Context: an optimization exercise on an open-source flow, tuned for small area. The choices shown serve that exercise and are no tape-out recipe. In this exercise RTL edits were held to simulation tests only and were not proved equivalent to the original.

## before
Design dataAcqCore, start of the top module:
module dataAcqCore (
  input  logic         Clk,
  input  logic         En,
  input  logic [31:0]  cpuCommand,
  input  logic         statusClear,
  input  logic [127:0] sensorReadings,
  output logic [31:0]  resultForCpu,
  output logic [2:0]   statusBits
);
  logic sB, sX, sY;
  logic stIdle, stRun, stDone, stLoad;
  assign stIdle = !sB && !sX && !sY;
  assign stRun  = sB && !sX;
  assign stDone = sB && sX;
  assign stLoad = !sB && sX;
  logic errSticky, doneLatched;
  assign statusBits = {sB, errSticky, doneLatched};
  logic [2:0]  typ;
  logic [1:0]  mode;
  logic        w1Req, w2Req;
  logic        eBad, eTo;
  logic [11:0] toLim;    
  logic [11:0] cnt;      
  logic [6:0]  ev;       
  logic [11:0] prev;     
  logic [2:0] cTyp;
  assign cTyp = cpuCommand[29:27];
  logic cEdge, cSilc;
  assign cEdge = (cTyp == 3'd1) || (cTyp == 3'd4);
  assign cSilc = (cTyp == 3'd5);
  logic [3:0] cNcc;
  logic [5:0] cNs;
  assign cNcc = cpuCommand[23:20];
  assign cNs  = cpuCommand[23:18];
  logic cNccNz;
  assign cNccNz = |cNcc;
  logic isEdge, isSilc, isUns;
  assign isEdge = (typ == 3'd1) || (typ == 3'd4);
  assign isSilc = (typ == 3'd5);
  assign isUns  = (typ == 3'd0) || (typ == 3'd3);
  logic [11:0] smp;
  always_comb begin
    case (typ)
      3'd1:    smp = {11'd0, sensorReadings[16]};
      3'd4:    smp = {11'd0, sensorReadings[64]};
      3'd2:    smp = sensorReadings[32 +: 12];
      3'd5:    smp = sensorReadings[80 +: 12];
      3'd6:    smp = sensorReadings[96 +: 12];
      default: smp = sensorReadings[112 +: 12];
  ...
For scale: about 210 flip-flops, roughly 200 I/O pins.
export LEC_CHECK = 0
export CAP_MARGIN = 20
export CORE_MARGIN = 2
export CORE_UTILIZATION = 40
export SLEW_MARGIN = 20
create_clock -name core_clock -period 10.0 [get_ports {Clk}]
run.sh (not shown) runs the stock make flow with config.mk's settings and CLKGATE_MAP_FILE= SYNTH_SCRIPT=/design/flow/synth_recipe.tcl, a recipe that flattens the netlist after the stock synthesis.
What after does differently from before at the input level:
Settings: CORE_UTILIZATION now 65, was 40; ABC_AREA now 1, previously not set.
## What came out
- before and after all finish clean.
- Comparing before and after, the higher wire length of the first global-routing pass is on before.
- [compare] base=before new=after: area added between synthesis and finish fell by 0.40 points, worst reg-to-reg path cell count rose by about 20%.
- In the final reports, the cell area of after is smaller than that of before.
- after ended up with sensorReadings[107] as its startpoint of the most critical setup path; before ended up with sensorReadings[41].
- Changes observed in after relative to before: worst-skew pair later-pin latency essentially unchanged; maximum frequency increased about 4.4%; maximum number of pins on one net before global-route repair decreased 26; transition time at the pin with the least slew margin decreased 0.067 ns.

## oak
dataAcqCore, a different RTL version from the one above (not shown whole).
For scale: roughly 760 cells after synthesis, roughly 210 flip-flops, ~200 I/O pins, roughly 9200 µm² of cells after synthesis.
export LEC_CHECK = 0
export ABC_AREA = 1
export CAP_MARGIN = 20
export CORE_MARGIN = 2
export CORE_UTILIZATION = 65
export CTS_BUF_LIST = sky130_fd_sc_hd__clkbuf_4
export SLEW_MARGIN = 20
create_clock -name core_clock -period 10.0 [get_ports {Clk}]
standard.sh (not shown) runs the stock make flow with config.mk's settings and CLKGATE_MAP_FILE= SYNTH_SCRIPT=/design/flow/synth_recipe.tcl, a recipe that flattens the netlist after the stock synthesis.
==> flow/flow/run.sh <==
#!/bin/bash
# Standard ORFS flow with two changes:
#  - synthesis maps logic with an area-oriented ABC script (flow/abc_area.script);
#    registers are untouched (same dfflibmap step as the standard synthesis)
#  - every input and output port still gets a buffer, but a buf_1 one
set -euo pipefail
rm -rf myscripts
cp -r "$FLOW_HOME/scripts" myscripts
cp flow/abc_area.script myscripts/abc_area.script
export SCRIPTS_DIR="$PWD/myscripts"
export BUFFER_PORTS_ARGS="-buffer_cell sky130_fd_sc_hd__buf_1"
bash standard.sh SCRIPTS_DIR="$PWD/myscripts" finish > standard.log 2>&1
==> flow/flow/abc_area.script <==
strash
&get -n
&st
&dc2
&dch -f
&nf -a -R 1000
&put
topo
#### Input delta (pine over oak)
==> flow/run.sh (new file) <==
#!/bin/bash
# synth_recipe.tcl (not shown) runs the flow's synth.tcl, then flattens the netlist and writes it again
# the make line also repeats each setting of config.mk as NAME=value (left out here)
make -C /OpenROAD-flow-scripts/flow DESIGN_CONFIG=/design/flow/config.mk WORK_HOME=/design/flow/orfs CLKGATE_MAP_FILE= SYNTH_SCRIPT=/design/flow/synth_recipe.tcl finish
removed: flow/flow/run.sh
removed: flow/flow/abc_area.script
removed: flow/standard.sh
Results
Number of instances in the synthesized netlist: pine vs oak up 250
From oak to pine the numbers moved as follows: post-place setup slack picked up an extra 0.45 ns, number of synthesized flops with an enable pin neither gained nor lost much.
Having completed the whole flow, pine delivered a layout that passed the timing, design-rule and antenna checks.
oak completed every stage of the flow, and the final layout passed the timing, design-rule and antenna checks.
On utilization: between oak and pine, it ends up higher for pine.
--- input diff pine..birch ---
==> flow/flow/run.sh (new file) <==
#!/bin/bash
# Standard ORFS flow with two changes:
#  - synthesis maps logic with an area-oriented ABC script (flow/abc_area.script);
#    registers are untouched (same dfflibmap step as the standard synthesis)
#  - every input and output port still gets a buffer, but a buf_1 one
set -euo pipefail
rm -rf myscripts
cp -r "$FLOW_HOME/scripts" myscripts
cp flow/abc_area.script myscripts/abc_area.script
export SCRIPTS_DIR="$PWD/myscripts"
export BUFFER_PORTS_ARGS="-buffer_cell sky130_fd_sc_hd__buf_1"
bash standard.sh SCRIPTS_DIR="$PWD/myscripts" finish > standard.log 2>&1
==> flow/flow/abc_area.script (new file) <==
strash
&get -n
&st
&dc2
&dch -f
&nf -a -R 1000
&put
topo
==> flow/standard.sh (new file) <==
#!/bin/bash
# synth_recipe.tcl (not shown) runs the flow's synth.tcl, then flattens the netlist and writes it again
# the make line also repeats each setting of config.mk as NAME=value (left out here)
make -C /OpenROAD-flow-scripts/flow DESIGN_CONFIG=/design/flow/config.mk WORK_HOME=/design/flow/orfs CLKGATE_MAP_FILE= SYNTH_SCRIPT=/design/flow/synth_recipe.tcl "${@:-finish}"
--- a/flow/config.mk
+++ b/flow/config.mk
@@ -11,3 +11,5 @@
 export CORE_UTILIZATION = 65
-export CTS_BUF_LIST = sky130_fd_sc_hd__clkbuf_4
+export CTS_BUF_LIST = sky130_fd_sc_hd__clkbuf_8
+export CTS_CLUSTER_DIAMETER = 50
+export CTS_CLUSTER_SIZE = 16
 export SLEW_MARGIN = 20
removed: flow/run.sh
Notes after the runs:
Of birch and pine, it is birch that has the higher time the worst path needs with I/O delays and setup.
birch — mean post-synth cell area 23% higher, pine as reference
Register-to-register slack: birch vs pine down 0.82 ns
Relative to pine, birch improves wire length reported by the detailed router.
Relative to pine, die area has decreased by 7.0% in birch.
sErr[0]$_SDFFCE_PN0P_ as the termination of the worst setup path was reported by pine, and sErr[1]$_SDFFCE_PN1P_ by birch.
birch: xor-xnor portion of the synthesized cell area higher than pine
simple AND/OR/NAND/NOR gates as the dominant combinational cell family by area after synthesis was reported by pine, and compound AO/OA/AOI/OAI gates by birch.
birch has overall fraction of global-route tracks in use above what pine had.

-- afterwards: timing with drivers on the ports --
In the flow no input, the clock included, has a driving cell. The finished layouts below were timed again as built, in two steps.
Step 1, drivers: a clkbuf_16 drives Clk and a buf_2 each remaining input, both assumed.
Step 2 adds t to the input delays and takes it off the output delays; t is the mean of the earliest and latest rising clock arrival at the registers after step 1. Input paths then give back, and output paths get back, about the clock's delay inside the block.
Three values: ideal ports, drivers, drivers and shift; two values: the first two.
run | t, ns | setup WS [ns] | worst setup path after step 2 | slew at the worst register clock pin (ns) | cell pins on the clock port's net
before | 0.549 | 3.800 / 3.822 / 3.273 | input to register | 0.07 / 0.07 | 1
after | 0.547 | 4.060 / 4.081 / 3.534 | input to register | 0.06 / 0.06 | 1
oak | 0.671 | 4.902 / 4.911 / 4.241 | input to register | 0.08 / 0.08 | 1
pine | 0.668 | 5.280 / 5.293 / 4.625 | input to register | 0.08 / 0.08 | 1
birch | 0.534 | 4.794 / 4.806 / 4.271 | input to register | 0.10 / 0.10 | 1
After both steps every run listed still meets setup and hold. For oak, which loses most, drivers alone change the setup slack by +0.009 ns; drivers and shift together by -0.661 ns.
